From an optimization exercise on the open Yosys and OpenROAD flow, aimed at small area and a short achievable clock period; shortcuts taken in it are not production practice.
In this exercise RTL edits were held to simulation tests only and were not proved equivalent to the original.
Power is estimated from default activity; no workload was simulated.

==> flow/design.v <==
`timescale 1ns/100ps
`default_nettype none
package snf_wdat_pkg;
    localparam int FLIT_DATA_W = 256;
    localparam int FLIT_BE_W   = 32;
    localparam int DATAID_W    = 2;
    localparam int TXNID_W     = 12;
    localparam int BEAT_W      = 128;
    localparam int BEAT_STRB_W = 16;
    localparam int LINE_W      = 2 * FLIT_DATA_W;
    localparam int LINE_STRB_W = 2 * FLIT_BE_W;
    localparam int BANKS       = LINE_W / BEAT_W;
    localparam int BANK_IDX_W  = $clog2(BANKS);
    localparam int SIZE_W = 3;
    localparam logic [SIZE_W-1:0] SIZE_LINE = 3'd6;
    typedef enum logic [3:0] {
        DAT_COPYBACK_WRDATA    = 4'h2,
        DAT_NONCOPYBACK_WRDATA = 4'h3,
        DAT_WRITEDATACANCEL    = 4'h7
    } dat_opcode_e;
endpackage
`default_nettype wire
`timescale 1ns/100ps
`default_nettype none
import snf_wdat_pkg::*;
module snf_wdat_top
#(
    parameter int NUM_ENTRIES = 4,
    localparam int IDX_W = $clog2(NUM_ENTRIES)
) (
    input  wire logic                   clk,
    input  wire logic                   rst,
    input  wire logic                   alloc_valid,
    input  wire logic [IDX_W-1:0]       alloc_idx,
    input  wire logic [5:0]             alloc_offset,
    input  wire logic [SIZE_W-1:0]      alloc_size,
    input  wire logic [BANK_IDX_W-1:0]  alloc_axlen,
    input  wire logic                   retire_valid,
    input  wire logic [IDX_W-1:0]       retire_idx,
    input  wire logic                   wr_start_valid,
    input  wire logic [IDX_W-1:0]       wr_start_idx,
    input  wire logic                   dat_valid,
    input  wire logic [TXNID_W-1:0]     dat_txnid,
    input  wire logic [3:0]             dat_opcode,
    input  wire logic [DATAID_W-1:0]    dat_dataid,
    input  wire logic [FLIT_BE_W-1:0]   dat_be,
    input  wire logic [FLIT_DATA_W-1:0] dat_data,
    output logic                        rxdat_ok,
    output logic      [IDX_W-1:0]       rxdat_ok_idx,
    output logic      [BEAT_W-1:0]      wdata,
    output logic      [BEAT_STRB_W-1:0] wstrb,
    output logic                        wlast,
    output logic                        wvalid,
    input  wire logic                   wready
);
    localparam int NE = NUM_ENTRIES;
    localparam int NS = NE * BANKS;
    logic [NE-1:0][1:0][FLIT_DATA_W-1:0] half_data;
    logic [NE-1:0][1:0][FLIT_BE_W-1:0]   half_strb;
    logic [NE-1:0][1:0]             half_vld;
    logic [NE-1:0]         line_size;    
    logic [NE-1:0]         got_one;      
    logic [NE-1:0][BANK_IDX_W-1:0] first_q;
    logic [NE-1:0][BANK_IDX_W-1:0] last_q;
    logic                  ok_q;
    logic [IDX_W-1:0]      ok_idx_q;
    logic [IDX_W-1:0]      dat_idx;
    logic                  flit_hi;
    logic                  merge_en;
    logic                  flit_done;
    assign dat_idx   = dat_txnid[IDX_W-1:0];
    assign flit_hi   = dat_dataid[1];
    assign merge_en  = dat_valid && (dat_opcode != DAT_WRITEDATACANCEL) && !dat_dataid[0];
    assign flit_done = !line_size[dat_idx] || got_one[dat_idx];
    logic [NE-1:0][1:0] half_load;    
    logic [NE-1:0][1:0] half_hit;     
    always_comb begin
        for (int i = 0; i < NE; i++) begin
            for (int h = 0; h < 2; h++) begin
                half_hit[i][h]  = dat_valid && dat_idx == IDX_W'(i) && flit_hi == h[0];
                half_load[i][h] = half_hit[i][h] && merge_en;
            end
        end
    end
    always_ff @(posedge clk) begin
        for (int i = 0; i < NE; i++) begin
            for (int h = 0; h < 2; h++) begin
                half_data[i][h] <= ({FLIT_DATA_W{half_load[i][h]}} & dat_data)
                                 | ({FLIT_DATA_W{!half_hit[i][h]}} & half_data[i][h]);
                half_strb[i][h] <= ({FLIT_BE_W{half_load[i][h]}} & dat_be)
                                 | ({FLIT_BE_W{!half_hit[i][h]}} & half_strb[i][h]);
            end
        end
    end
    always_ff @(posedge clk or posedge rst) begin
        if (rst) begin
            for (int i = 0; i < NE; i++) begin
                half_vld[i] <= '0;
                got_one[i]  <= 1'b0;
            end
        end else begin
            for (int i = 0; i < NE; i++) begin
                if (retire_valid && retire_idx == IDX_W'(i)) begin
                    half_vld[i] <= '0;
                end else if (merge_en && dat_idx == IDX_W'(i)) begin
                    half_vld[i][flit_hi] <= 1'b1;
                end
                if (dat_valid && dat_idx == IDX_W'(i)) begin
                    got_one[i] <= !flit_done;
                end
            end
        end
    end
    always_ff @(posedge clk) begin
        for (int i = 0; i < NE; i++) begin
            if (alloc_valid && alloc_idx == IDX_W'(i)) begin
                line_size[i] <= (alloc_size == SIZE_LINE);
                first_q[i]   <= alloc_offset[5:4] & ~alloc_axlen;
                last_q[i]    <= (alloc_offset[5:4] & ~alloc_axlen) + alloc_axlen;
            end
        end
    end
    always_ff @(posedge clk or posedge rst) begin
        if (rst) begin
            ok_q <= 1'b0;
        end else begin
            ok_q <= dat_valid && flit_done;
        end
    end
    always_ff @(posedge clk) begin
        ok_idx_q <= dat_idx;
    end
    assign rxdat_ok     = ok_q;
    assign rxdat_ok_idx = ok_idx_q;
    logic [NE-1:0]            qv_q;
    logic [NE-1:0][IDX_W-1:0] qs_q;
    logic [BANK_IDX_W-1:0]    bank_q;
    logic                     wlast_q;
    logic [NS-1:0]            cur_q;     
    logic [NS-1:0]            nxt_q;     
    logic [BEAT_W-1:0]        wdata_q;
    logic [BEAT_STRB_W-1:0]   wstrb_q;
    logic                     take;
    logic                     hold;
    logic                     pop;
    logic                     new_head;
    logic [NE-1:0]            sh_v;
    logic [NE-1:0][IDX_W-1:0] sh_s;
    logic [NE-1:0]            nx_v;
    logic [NE-1:0][IDX_W-1:0] nx_s;
    logic [IDX_W-1:0]         nh;
    logic [BANK_IDX_W-1:0]    nb;
    logic [BANK_IDX_W-1:0]    nb_inc;
    logic                     nlast;
    logic [NS-1:0]            bank_ok;   
    logic [NS-1:0]            first_sel;
    logic [NS-1:0]            start_sel;
    logic [NS-1:0]            nsel;
    logic [NS-1:0]            nxt_next;
    logic [BEAT_W-1:0]        nbeat;
    logic [BEAT_STRB_W-1:0]   nstrb;
    assign take     = qv_q[0] && wready;
    assign hold     = qv_q[0] && !wready;
    assign pop      = take && wlast_q;
    assign new_head = wr_start_valid && (!qv_q[0] || (pop && !qv_q[1]));
    always_comb begin
        for (int s = 0; s < NS; s++) begin
            bank_ok[s]   = half_vld[s / BANKS][(s % BANKS) / 2];
            first_sel[s] = (first_q[s / BANKS] == BANK_IDX_W'(s % BANKS)) && bank_ok[s];
            start_sel[s] = (wr_start_idx == IDX_W'(s / BANKS)) && first_sel[s];
        end
    end
    assign nsel = ({NS{hold}} & cur_q) | ({NS{take}} & nxt_q) | ({NS{new_head}} & start_sel);
    always_comb begin
        for (int k = 0; k < NE; k++) begin
            if (pop) begin
                sh_v[k] = (k + 1 < NE) ? qv_q[(k + 1) % NE] : 1'b0;
                sh_s[k] = qs_q[(k + 1) % NE];
            end else begin
                sh_v[k] = qv_q[k];
                sh_s[k] = qs_q[k];
            end
        end
        for (int k = 0; k < NE; k++) begin
            nx_v[k] = sh_v[k];
            nx_s[k] = sh_s[k];
            if (wr_start_valid && !sh_v[k] && (k == 0 || sh_v[(k + NE - 1) % NE])) begin
                nx_v[k] = 1'b1;
                nx_s[k] = wr_start_idx;
            end
        end
        nh = nx_s[0];
        if (!qv_q[0] || pop) begin
            nb    = first_q[nh];
            nlast = (first_q[nh] == last_q[nh]);
        end else if (wready) begin
            nb    = bank_q + 1'b1;
            nlast = ((bank_q + 1'b1) == last_q[nh]);
        end else begin
            nb    = bank_q;
            nlast = wlast_q;
        end
        nb_inc = nb + 1'b1;
        for (int s = 0; s < NS; s++) begin
            if (nlast) begin
                nxt_next[s] = nx_v[1] && (nx_s[1] == IDX_W'(s / BANKS)) && first_sel[s];
            end else begin
                nxt_next[s] = (nh == IDX_W'(s / BANKS)) && (nb_inc == BANK_IDX_W'(s % BANKS))
                              && bank_ok[s];
            end
        end
    end
    always_ff @(posedge clk or posedge rst) begin
        if (rst) begin
            qv_q <= '0;
        end else begin
            qv_q <= nx_v;
        end
    end
    always_ff @(posedge clk) begin
        qs_q    <= nx_s;
        bank_q  <= nb;
        wlast_q <= nlast;
        cur_q   <= nsel;
        nxt_q   <= nxt_next;
        wdata_q <= nbeat;
        wstrb_q <= nstrb;
    end
    always_comb begin
        nbeat = '0;
        nstrb = '0;
        for (int s = 0; s < NS; s++) begin
            nbeat = nbeat | ({BEAT_W{nsel[s]}}
                    & half_data[s / BANKS][(s % BANKS) / 2][((s % BANKS) % 2) * BEAT_W +: BEAT_W]);
            nstrb = nstrb | ({BEAT_STRB_W{nsel[s]}}
                    & half_strb[s / BANKS][(s % BANKS) / 2][((s % BANKS) % 2) * BEAT_STRB_W +: BEAT_STRB_W]);
        end
    end
    assign wdata  = wdata_q;
    assign wstrb  = wstrb_q;
    assign wvalid = qv_q[0];
    assign wlast  = wlast_q;
endmodule
`default_nettype wire
clock: 7.0 ns
lec_check: 0
cap_margin: 20
core_margin: 2
core_utilization: 40
setup_slack_margin: 3.8
slew_margin: 20
run.sh (not shown) runs the stock make flow with config.mk's settings and CLKGATE_MAP_FILE= SYNTH_SCRIPT=/design/flow/synth_recipe.tcl, a recipe that flattens the netlist after the stock synthesis.
Next try:
--- a/flow/design.v
+++ b/flow/design.v
@@ -70,27 +70,17 @@
     logic                  flit_done;
     assign dat_idx   = dat_txnid[IDX_W-1:0];
     assign flit_hi   = dat_dataid[1];
     assign merge_en  = dat_valid && (dat_opcode != DAT_WRITEDATACANCEL) && !dat_dataid[0];
     assign flit_done = !line_size[dat_idx] || got_one[dat_idx];
-    logic [NE-1:0][1:0] half_load;    
-    logic [NE-1:0][1:0] half_hit;     
-    always_comb begin
+    always_ff @(posedge clk) begin
         for (int i = 0; i < NE; i++) begin
             for (int h = 0; h < 2; h++) begin
-                half_hit[i][h]  = dat_valid && dat_idx == IDX_W'(i) && flit_hi == h[0];
-                half_load[i][h] = half_hit[i][h] && merge_en;
-            end
-        end
-    end
-    always_ff @(posedge clk) begin
-        for (int i = 0; i < NE; i++) begin
-            for (int h = 0; h < 2; h++) begin
-                half_data[i][h] <= ({FLIT_DATA_W{half_load[i][h]}} & dat_data)
-                                 | ({FLIT_DATA_W{!half_hit[i][h]}} & half_data[i][h]);
-                half_strb[i][h] <= ({FLIT_BE_W{half_load[i][h]}} & dat_be)
-                                 | ({FLIT_BE_W{!half_hit[i][h]}} & half_strb[i][h]);
+                if (merge_en && dat_idx == IDX_W'(i) && flit_hi == h[0]) begin
+                    half_data[i][h] <= dat_data;
+                    half_strb[i][h] <= dat_be;
+                end
             end
         end
     end
     always_ff @(posedge clk or posedge rst) begin
         if (rst) begin
What happened: The changed run produced a clean layout. Combinational power is lower by 36%. Design area is higher by 1.7%. Wire length is lower by 23%. Clock power is lower by about 8%. Critical path depth is lower by 4. Non-clock buffer count is higher by 34. Setup slack gains 100 ps. Register-to-register slack hardly moves. Synthesized area is lower by 0.43%. Total power is lower by 9.7%. Hold slack loses 37 ps. Clock skew is about the same. Die area is lower by 0.43%. Clock-buffer cell count is lower by 18.

## separate check: timing with driven ports
The flow's constraints put no driver on any port. The routed layouts listed below were extracted and timed again, unchanged, in two steps. Step 1, drivers: a clkbuf_16 drives clk and a buf_2 each remaining input, both assumed. Step 2, shift: input delay + t, output delay - t, t = (earliest + latest rising clock arrival at the registers) / 2. This alone moves slack from input paths to output paths. a / b / c = no drivers / after step 1 / after step 2; a / b = the first two.
run	shift t [ns]	setup slack, ns	hold slack, ns
the first run	1.011	3.714 / 3.757 / 2.747	0.470 / 0.470 / 0.470
the second run	1.002	3.817 / 3.779 / 2.827	0.434 / 0.434 / 0.434
After both steps setup and hold are still met in every run listed. For the second run, which loses most, drivers alone change the setup slack by -0.038 ns; drivers and shift together by -0.990 ns.
